Source: an optimization exercise on an open RTL-to-GDS flow (aim: small area, a short achievable clock period and few clock cycles per item). Production flows keep margins and buffers that such runs may drop. Only simulation tests tie the RTL to the original design; equivalence was not proved. No activity file was given, so power comes from the tool's default toggle rates.

==> module cache_top, before the edit <==
module cache_top (
  input  logic                 clk,
  input  logic                 reset,
  input  logic                 proc_req,
  input  cache_pkg::req_type_t proc_type,
  input  cache_pkg::addr_t     proc_addr,
  input  cache_pkg::data_t     proc_wdata,
  output cache_pkg::data_t     proc_rdata,
  output logic                 proc_hit,
  output logic                 proc_ack,
  output logic                 mem_req,
  output logic                 mem_we,
  output cache_pkg::addr_t     mem_addr,
  output cache_pkg::data_t     mem_wdata,
  input  cache_pkg::data_t     mem_rdata,
  input  logic                 mem_ack
);
  localparam int S = cache_pkg::NUM_SETS;
  cache_pkg::tag_t  tags0 [S];
  cache_pkg::tag_t  tags1 [S];
  cache_pkg::data_t words0 [S];
  cache_pkg::data_t words1 [S];
  logic [S-1:0]     valid0, valid1, dirty0, dirty1;
  logic [S-1:0]     lru;           
  logic              st_idle;      
  logic              st_evict;     
  logic              st_evrel;     
  logic              st_refill;    
  cache_pkg::data_t  wa;           
  cache_pkg::data_t  wb;           
  logic              sel_resp;     
  logic [29:0]       maddr;        
  logic              way_q;        
  logic              commit;       
  cache_pkg::req_type_t type_q;    
  logic              dirty_we;     
  logic              tag_we;       
  cache_pkg::index_t idx;
  cache_pkg::tag_t   ptag;
  logic is_read, is_write, is_init;
  logic m0, m1, hit, victim, vdirty, sel_way, evict;
  cache_pkg::tag_t  t0, t1, vtag;
  cache_pkg::data_t w0, w1, vword, oword;
  assign idx      = proc_addr[4:2];
  assign ptag     = proc_addr[31:5];
  assign is_read  = (proc_type == cache_pkg::REQ_READ);
  assign is_write = (proc_type == cache_pkg::REQ_WRITE);
  assign is_init  = proc_type[1];
  assign t0 = tags0[idx];
  assign t1 = tags1[idx];
  assign w0 = words0[idx];
  assign w1 = words1[idx];
  assign m0      = valid0[idx] && (t0 == ptag);
  assign m1      = valid1[idx] && (t1 == ptag);
  assign hit     = m0 | m1;
  assign victim  = lru[idx];
  assign vdirty  = victim ? (valid1[idx] & dirty1[idx]) : (valid0[idx] & dirty0[idx]);
  assign vtag    = victim ? t1 : t0;
  assign vword   = victim ? w1 : w0;
  assign oword   = victim ? w0 : w1;
  assign sel_way = m1 | (~m0 & victim);      
  assign evict   = ~is_init & vdirty;
  logic go, done_now, miss_go;
  assign go       = st_idle & proc_req;
  assign done_now = go & (hit | is_init);                 
  assign miss_go  = go & ~hit & ~is_init & ~mem_ack;      
  always_ff @(posedge clk) begin
    if (reset) begin
      st_idle   <= 1'b1;
      st_evict  <= 1'b0;
      st_evrel  <= 1'b0;
      st_refill <= 1'b0;
      proc_ack  <= 1'b0;
      mem_req   <= 1'b0;
      commit    <= 1'b0;
    end else begin
      st_idle   <= (st_idle & ~done_now & ~miss_go) | (proc_ack & ~proc_req);
      st_evict  <= (miss_go & vdirty) | (st_evict & ~mem_ack);
      st_evrel  <= (st_evict | st_evrel) & mem_ack;
      st_refill <= (miss_go & ~vdirty) | ((st_evrel | st_refill) & ~mem_ack);
      proc_ack  <= done_now | (st_refill & mem_ack) | (proc_ack & proc_req);
      mem_req   <= miss_go | ((st_evict | st_evrel | st_refill) & ~mem_ack);
      commit    <= done_now | (st_refill & mem_ack);
    end
  end
  always_ff @(posedge clk) begin
    if (st_idle) begin
      wa          <= is_read ? oword : proc_wdata;
      wb          <= vword;
      maddr       <= {evict ? vtag : ptag, idx};
      mem_we      <= vdirty;
      type_q      <= proc_type;
      way_q       <= sel_way;
      sel_resp    <= is_read & (victim ? m1 : m0);
      proc_hit    <= hit & ~is_init;
    end
    if (st_evrel) begin
      maddr  <= {ptag, idx};
      mem_we <= 1'b0;
    end
    if (st_refill) begin
      wa       <= is_write ? proc_wdata : mem_rdata;
      sel_resp <= 1'b0;
      proc_hit <= 1'b0;
    end
  end
  cache_pkg::index_t cidx;
  assign cidx = maddr[2:0];
  assign dirty_we = ~((type_q == cache_pkg::REQ_READ) & proc_hit);
  assign tag_we   = type_q[1] | ~proc_hit;
  always_ff @(posedge clk) begin
    if (commit) begin
      if (way_q) begin
        if (tag_we)     tags1[cidx]  <= maddr[29:3];
        if (dirty_we)   words1[cidx] <= wa;
      end else begin
        if (tag_we)     tags0[cidx]  <= maddr[29:3];
        if (dirty_we)   words0[cidx] <= wa;
      end
    end
  end
  always_ff @(posedge clk) begin
    if (reset) begin
      valid0 <= '0;
      valid1 <= '0;
      dirty0 <= '0;
      dirty1 <= '0;
      lru    <= '0;
    end else if (commit) begin
      lru[cidx] <= ~way_q;
      if (way_q) begin
        valid1[cidx] <= 1'b1;
        if (dirty_we) dirty1[cidx] <= (type_q == cache_pkg::REQ_WRITE);
      end else begin
        valid0[cidx] <= 1'b1;
        if (dirty_we) dirty0[cidx] <= (type_q == cache_pkg::REQ_WRITE);
      end
    end
  end
  assign proc_rdata = sel_resp ? wb : wa;
  assign mem_wdata  = wb;
  assign mem_addr   = {maddr, 2'b00};
endmodule
clock: 8.0 ns
lec_check: 0
cap_margin: 20
core_margin: 2
core_utilization: 65
cts_buf_list: sky130_fd_sc_hd__clkbuf_16
cts_cluster_diameter: 80
cts_cluster_size: 24
setup_slack_margin: 4.5
slew_margin: 20
tns_end_percent: 5
buffer_ports_args: -buffer_cell sky130_fd_sc_hd__buf_2
standard.sh (not shown) runs the stock make flow with config.mk's settings and CLKGATE_MAP_FILE= SYNTH_SCRIPT=/design/flow/synth_recipe.tcl, a recipe that flattens the netlist after the stock synthesis.
==> flow/flow/run.sh <==
#!/bin/bash
# Layout flow: the standard flow (standard.sh, unchanged synthesis and
# steps) with one difference: the buffers that ORFS puts on every input and
# output port are sky130_fd_sc_hd__buf_2 instead of the default cell.
# Each tool's full output goes to a log file in the work folder.
set -euo pipefail
{
  echo ""
  echo "# own flow: port buffer cell"
  echo "export BUFFER_PORTS_ARGS = -buffer_cell sky130_fd_sc_hd__buf_2"
} >> config.mk
cp config.mk flow_config_used.mk
bash standard.sh synth > flow_synth.log 2>&1
bash standard.sh > flow_layout.log 2>&1
test -f out/final.def
The starting point finished clean.
Testbench counts at the start, summed over its fixed seeds: cycles 45,681, requests 12,000.
==> next run, changes <==
--- a/flow/design.v
+++ b/flow/design.v
@@ -49,17 +49,21 @@
   cache_pkg::data_t  wa;           
   cache_pkg::data_t  wb;           
   logic              sel_resp;     
   logic [29:0]       maddr;        
+  logic              m0_q, m1_q;   
+  logic              victim_q;     
+  logic              ack_q;        
+  logic              commit;       
+  logic              hit_q;
   logic              way_q;        
-  logic              commit;       
   cache_pkg::req_type_t type_q;    
   logic              dirty_we;     
   logic              tag_we;       
   cache_pkg::index_t idx;
   cache_pkg::tag_t   ptag;
   logic is_read, is_write, is_init;
-  logic m0, m1, hit, victim, vdirty, sel_way, evict;
+  logic m0, m1, hit, victim, vdirty, evict;
   cache_pkg::tag_t  t0, t1, vtag;
   cache_pkg::data_t w0, w1, vword, oword;
   assign idx      = proc_addr[4:2];
   assign ptag     = proc_addr[31:5];
@@ -77,9 +81,8 @@
   assign vdirty  = victim ? (valid1[idx] & dirty1[idx]) : (valid0[idx] & dirty0[idx]);
   assign vtag    = victim ? t1 : t0;
   assign vword   = victim ? w1 : w0;
   assign oword   = victim ? w0 : w1;
-  assign sel_way = m1 | (~m0 & victim);      
   assign evict   = ~is_init & vdirty;
   logic go, done_now, miss_go;
   assign go       = st_idle & proc_req;
   assign done_now = go & (hit | is_init);                 
@@ -90,18 +93,16 @@
       st_evict  <= 1'b0;
       st_evrel  <= 1'b0;
       st_refill <= 1'b0;
       proc_ack  <= 1'b0;
-      mem_req   <= 1'b0;
-      commit    <= 1'b0;
+      ack_q     <= 1'b0;
     end else begin
       st_idle   <= (st_idle & ~done_now & ~miss_go) | (proc_ack & ~proc_req);
       st_evict  <= (miss_go & vdirty) | (st_evict & ~mem_ack);
       st_evrel  <= (st_evict | st_evrel) & mem_ack;
       st_refill <= (miss_go & ~vdirty) | ((st_evrel | st_refill) & ~mem_ack);
       proc_ack  <= done_now | (st_refill & mem_ack) | (proc_ack & proc_req);
-      mem_req   <= miss_go | ((st_evict | st_evrel | st_refill) & ~mem_ack);
-      commit    <= done_now | (st_refill & mem_ack);
+      ack_q     <= proc_ack;
     end
   end
   always_ff @(posedge clk) begin
     if (st_idle) begin
@@ -109,26 +110,31 @@
       wb          <= vword;
       maddr       <= {evict ? vtag : ptag, idx};
       mem_we      <= vdirty;
       type_q      <= proc_type;
-      way_q       <= sel_way;
+      m0_q        <= m0;
+      m1_q        <= m1;
+      victim_q    <= victim;
       sel_resp    <= is_read & (victim ? m1 : m0);
-      proc_hit    <= hit & ~is_init;
     end
     if (st_evrel) begin
       maddr  <= {ptag, idx};
       mem_we <= 1'b0;
     end
     if (st_refill) begin
       wa       <= is_write ? proc_wdata : mem_rdata;
       sel_resp <= 1'b0;
-      proc_hit <= 1'b0;
+      m0_q     <= 1'b0;
+      m1_q     <= 1'b0;
     end
   end
   cache_pkg::index_t cidx;
   assign cidx = maddr[2:0];
-  assign dirty_we = ~((type_q == cache_pkg::REQ_READ) & proc_hit);
-  assign tag_we   = type_q[1] | ~proc_hit;
+  assign commit = proc_ack & ~ack_q;
+  assign hit_q  = m0_q | m1_q;
+  assign way_q  = m1_q | (~m0_q & victim_q);     
+  assign dirty_we = ~((type_q == cache_pkg::REQ_READ) & hit_q);
+  assign tag_we   = type_q[1] | ~hit_q;
   always_ff @(posedge clk) begin
     if (commit) begin
       if (way_q) begin
         if (tag_we)     tags1[cidx]  <= maddr[29:3];
@@ -157,7 +163,9 @@
       end
     end
   end
   assign proc_rdata = sel_resp ? wb : wa;
+  assign proc_hit   = hit_q & ~type_q[1];
+  assign mem_req    = st_evict | st_refill;
   assign mem_wdata  = wb;
   assign mem_addr   = {maddr, 2'b00};
 endmodule
Effect: Core utilization decreases by 0.49 points; first-iteration DRC count increases by a quarter to a third; die area barely changes; worst setup slack loses 33 ps; power is about the same; non-clock buffer count is lower by 12; global-route usage grows by 1.5 points; via count went up by a few percent; synthesized area stays flat; routed wire length goes up by a few percent.
Testbench counts after the change, summed over its fixed seeds: cycles 45,681, requests 12,000.


== trial 48 ==
Another version of the RTL of cache_top (not shown whole).
Size in the first run: about 2,400 cells after synthesis, ~1,100 flip-flops, roughly 200 I/O pins.
==> module cache_top, before the edit <==
module cache_top (
  input  logic                 clk,
  input  logic                 reset,
  input  logic                 proc_req,
  input  cache_pkg::req_type_t proc_type,
  input  cache_pkg::addr_t     proc_addr,
  input  cache_pkg::data_t     proc_wdata,
  output cache_pkg::data_t     proc_rdata,
  output logic                 proc_hit,
  output logic                 proc_ack,
  output logic                 mem_req,
  output logic                 mem_we,
  output cache_pkg::addr_t     mem_addr,
  output cache_pkg::data_t     mem_wdata,
  input  cache_pkg::data_t     mem_rdata,
  input  logic                 mem_ack
);
  localparam int S = cache_pkg::NUM_SETS;
  cache_pkg::tag_t  tags0 [S];
  cache_pkg::tag_t  tags1 [S];
  cache_pkg::data_t words0 [S];
  cache_pkg::data_t words1 [S];
  logic [S-1:0]     valid0, valid1, dirty0, dirty1;
  logic [S-1:0]     lru;           
  logic              st_idle;      
  logic              st_evict;     
  logic              st_evrel;     
  logic              st_refill;    
  cache_pkg::data_t  wa;           
  cache_pkg::data_t  wb;           
  logic              sel_resp;     
  logic [29:0]       maddr;        
  logic              way_q;        
  logic              commit;       
  logic              dirty_we_q;   
  logic              dirty_val_q;
  logic              tag_we_q;     
  cache_pkg::index_t idx;
  cache_pkg::tag_t   ptag;
  logic is_read, is_write, is_init;
  logic m0, m1, hit, victim, vdirty, sel_way, evict;
  cache_pkg::tag_t  t0, t1, vtag;
  cache_pkg::data_t w0, w1, vword, oword;
  assign idx      = proc_addr[4:2];
  assign ptag     = proc_addr[31:5];
  assign is_read  = (proc_type == cache_pkg::REQ_READ);
  assign is_write = (proc_type == cache_pkg::REQ_WRITE);
  assign is_init  = proc_type[1];
  assign t0 = tags0[idx];
  assign t1 = tags1[idx];
  assign w0 = words0[idx];
  assign w1 = words1[idx];
  assign m0      = valid0[idx] && (t0 == ptag);
  assign m1      = valid1[idx] && (t1 == ptag);
  assign hit     = m0 | m1;
  assign victim  = lru[idx];
  assign vdirty  = victim ? (valid1[idx] & dirty1[idx]) : (valid0[idx] & dirty0[idx]);
  assign vtag    = victim ? t1 : t0;
  assign vword   = victim ? w1 : w0;
  assign oword   = victim ? w0 : w1;
  assign sel_way = m1 | (~m0 & victim);      
  assign evict   = ~is_init & vdirty;
  logic go, done_now, miss_go;
  assign go       = st_idle & proc_req;
  assign done_now = go & (hit | is_init);                 
  assign miss_go  = go & ~hit & ~is_init & ~mem_ack;      
  always_ff @(posedge clk) begin
    if (reset) begin
      st_idle   <= 1'b1;
      st_evict  <= 1'b0;
      st_evrel  <= 1'b0;
      st_refill <= 1'b0;
      proc_ack  <= 1'b0;
      mem_req   <= 1'b0;
      commit    <= 1'b0;
    end else begin
      st_idle   <= (st_idle & ~done_now & ~miss_go) | (proc_ack & ~proc_req);
      st_evict  <= (miss_go & vdirty) | (st_evict & ~mem_ack);
      st_evrel  <= (st_evict | st_evrel) & mem_ack;
      st_refill <= (miss_go & ~vdirty) | ((st_evrel | st_refill) & ~mem_ack);
      proc_ack  <= done_now | (st_refill & mem_ack) | (proc_ack & proc_req);
      mem_req   <= miss_go | ((st_evict | st_evrel | st_refill) & ~mem_ack);
      commit    <= done_now | (st_refill & mem_ack);
    end
  end
  always_ff @(posedge clk) begin
    if (st_idle) begin
      wa          <= is_read ? oword : proc_wdata;
      wb          <= vword;
      maddr       <= {evict ? vtag : ptag, idx};
      mem_we      <= vdirty;
      dirty_val_q <= is_write;
      dirty_we_q  <= ~(is_read & hit);
      way_q       <= sel_way;
      sel_resp    <= is_read & (victim ? m1 : m0);
      tag_we_q    <= is_init | ~hit;
      proc_hit    <= hit & ~is_init;
    end
    if (st_evrel) begin
      maddr  <= {ptag, idx};
      mem_we <= 1'b0;
    end
    if (st_refill) begin
      wa       <= is_write ? proc_wdata : mem_rdata;
      sel_resp <= 1'b0;
      proc_hit <= 1'b0;
    end
  end
  cache_pkg::index_t cidx;
  assign cidx = maddr[2:0];
  always_ff @(posedge clk) begin
    if (commit) begin
      if (way_q) begin
        if (tag_we_q)   tags1[cidx]  <= maddr[29:3];
        if (dirty_we_q) words1[cidx] <= wa;
      end else begin
        if (tag_we_q)   tags0[cidx]  <= maddr[29:3];
        if (dirty_we_q) words0[cidx] <= wa;
      end
    end
  end
  always_ff @(posedge clk) begin
    if (reset) begin
      valid0 <= '0;
      valid1 <= '0;
      dirty0 <= '0;
      dirty1 <= '0;
      lru    <= '0;
    end else if (commit) begin
      lru[cidx] <= ~way_q;
      if (way_q) begin
        valid1[cidx] <= 1'b1;
        if (dirty_we_q) dirty1[cidx] <= dirty_val_q;
      end else begin
        valid0[cidx] <= 1'b1;
        if (dirty_we_q) dirty0[cidx] <= dirty_val_q;
      end
    end
  end
  assign proc_rdata = sel_resp ? wb : wa;
  assign mem_wdata  = wb;
  assign mem_addr   = {maddr, 2'b00};
endmodule
clock: 8.0 ns
lec_check: 0
cap_margin: 20
core_margin: 2
core_utilization: 65
cts_buf_list: sky130_fd_sc_hd__clkbuf_16
cts_cluster_diameter: 80
cts_cluster_size: 24
setup_slack_margin: 4.5
slew_margin: 20
tns_end_percent: 5
run.sh (not shown) runs the stock make flow with config.mk's settings and CLKGATE_MAP_FILE= SYNTH_SCRIPT=/design/flow/synth_recipe.tcl, a recipe that flattens the netlist after the stock synthesis.
Stock flow here: none of the scripts above is used.
Testbench counts of trial 48, summed over its fixed seeds: cycles 45,681, requests 12,000.
Input-level comparison between build 79 and trial 48:
diff --git a/flow/design.v b/flow/design.v
--- a/flow/design.v
+++ b/flow/design.v
@@ -52,9 +52,9 @@
   logic [29:0]       maddr;        
   logic              way_q;        
   logic              commit;       
-  logic              dirty_we_q;   
-  logic              dirty_val_q;
-  logic              tag_we_q;     
+  cache_pkg::req_type_t type_q;    
+  logic              dirty_we;     
+  logic              tag_we;       
   cache_pkg::index_t idx;
   cache_pkg::tag_t   ptag;
   logic is_read, is_write, is_init;
@@ -109,11 +109,9 @@
       wb          <= vword;
       maddr       <= {evict ? vtag : ptag, idx};
       mem_we      <= vdirty;
-      dirty_val_q <= is_write;
-      dirty_we_q  <= ~(is_read & hit);
+      type_q      <= proc_type;
       way_q       <= sel_way;
       sel_resp    <= is_read & (victim ? m1 : m0);
-      tag_we_q    <= is_init | ~hit;
       proc_hit    <= hit & ~is_init;
     end
     if (st_evrel) begin
@@ -128,14 +126,16 @@
   end
   cache_pkg::index_t cidx;
   assign cidx = maddr[2:0];
+  assign dirty_we = ~((type_q == cache_pkg::REQ_READ) & proc_hit);
+  assign tag_we   = type_q[1] | ~proc_hit;
   always_ff @(posedge clk) begin
     if (commit) begin
       if (way_q) begin
-        if (tag_we_q)   tags1[cidx]  <= maddr[29:3];
-        if (dirty_we_q) words1[cidx] <= wa;
+        if (tag_we)     tags1[cidx]  <= maddr[29:3];
+        if (dirty_we)   words1[cidx] <= wa;
       end else begin
-        if (tag_we_q)   tags0[cidx]  <= maddr[29:3];
-        if (dirty_we_q) words0[cidx] <= wa;
+        if (tag_we)     tags0[cidx]  <= maddr[29:3];
+        if (dirty_we)   words0[cidx] <= wa;
       end
     end
   end
@@ -150,10 +150,10 @@
       lru[cidx] <= ~way_q;
       if (way_q) begin
         valid1[cidx] <= 1'b1;
-        if (dirty_we_q) dirty1[cidx] <= dirty_val_q;
+        if (dirty_we) dirty1[cidx] <= (type_q == cache_pkg::REQ_WRITE);
       end else begin
         valid0[cidx] <= 1'b1;
-        if (dirty_we_q) dirty0[cidx] <= dirty_val_q;
+        if (dirty_we) dirty0[cidx] <= (type_q == cache_pkg::REQ_WRITE);
       end
     end
   end
## What came out
Both conditions hold for build 79: the flow ran to the end and the final layout passed the timing, DRC and antenna checks. Delta (build 79 minus trial 48): final worst-path setup slack shows an increase of 0.18 ns, data arrival time of the worst path now smaller, routed wire length climbed 760 µm. Per the comparison of build 79 with trial 48, count of nets after finishing higher; register-to-register slack higher. Compared with trial 48, build 79 shows count of different cell masters after synthesis that has gone down by more than 10%. [compare] base=trial 48 new=build 79: required time reported for the critical path endpoint increased 0.13 ns; placed standard-cell area shrank by 0.59%; final total negative setup slack was more or less identical.
Testbench counts of build 79, summed over its fixed seeds: cycles 45,681, requests 12,000.

-- static timing again, ports no longer ideal --
How much do the figures lean on ideal ports? The routed layouts below were timed once more, with nothing changed but the port constraints.
Step 1 assumes that a clkbuf_16 drives the clock port and a buf_2 every other input.
Step 2, shift: input delay + t, output delay - t, t = (earliest + latest rising clock arrival at the registers) / 2. This alone moves slack from input paths to output paths.
a / b / c = no drivers / after step 1 / after step 2; a / b = the first two.
run | t (ns) | setup slack, ns | hold WS [ns] | slew at the worst register clock pin (ns) | worst slew at a driven data input, ns
the first run of note 1 | 0.703 | 4.258 / 4.048 / 3.345 | 0.473 / 0.473 / 0.473 | 0.10 / 0.10 | 0.30
the second run of note 1 | 0.724 | 4.225 / 4.038 / 3.314 | 0.467 / 0.467 / 0.467 | 0.11 / 0.11 | 0.32
trial 48 | 0.689 | 4.120 / 3.984 / 3.295 | 0.481 / 0.481 / 0.481 | 0.10 / 0.10 | 0.27
build 79 | 0.694 | 4.295 / 3.950 / 3.256 | 0.474 / 0.474 / 0.474 | 0.10 / 0.10 | 0.43
After both steps setup and hold are still met in every run listed. For build 79, which loses most, drivers alone change the setup slack by -0.345 ns; drivers and shift together by -1.039 ns.
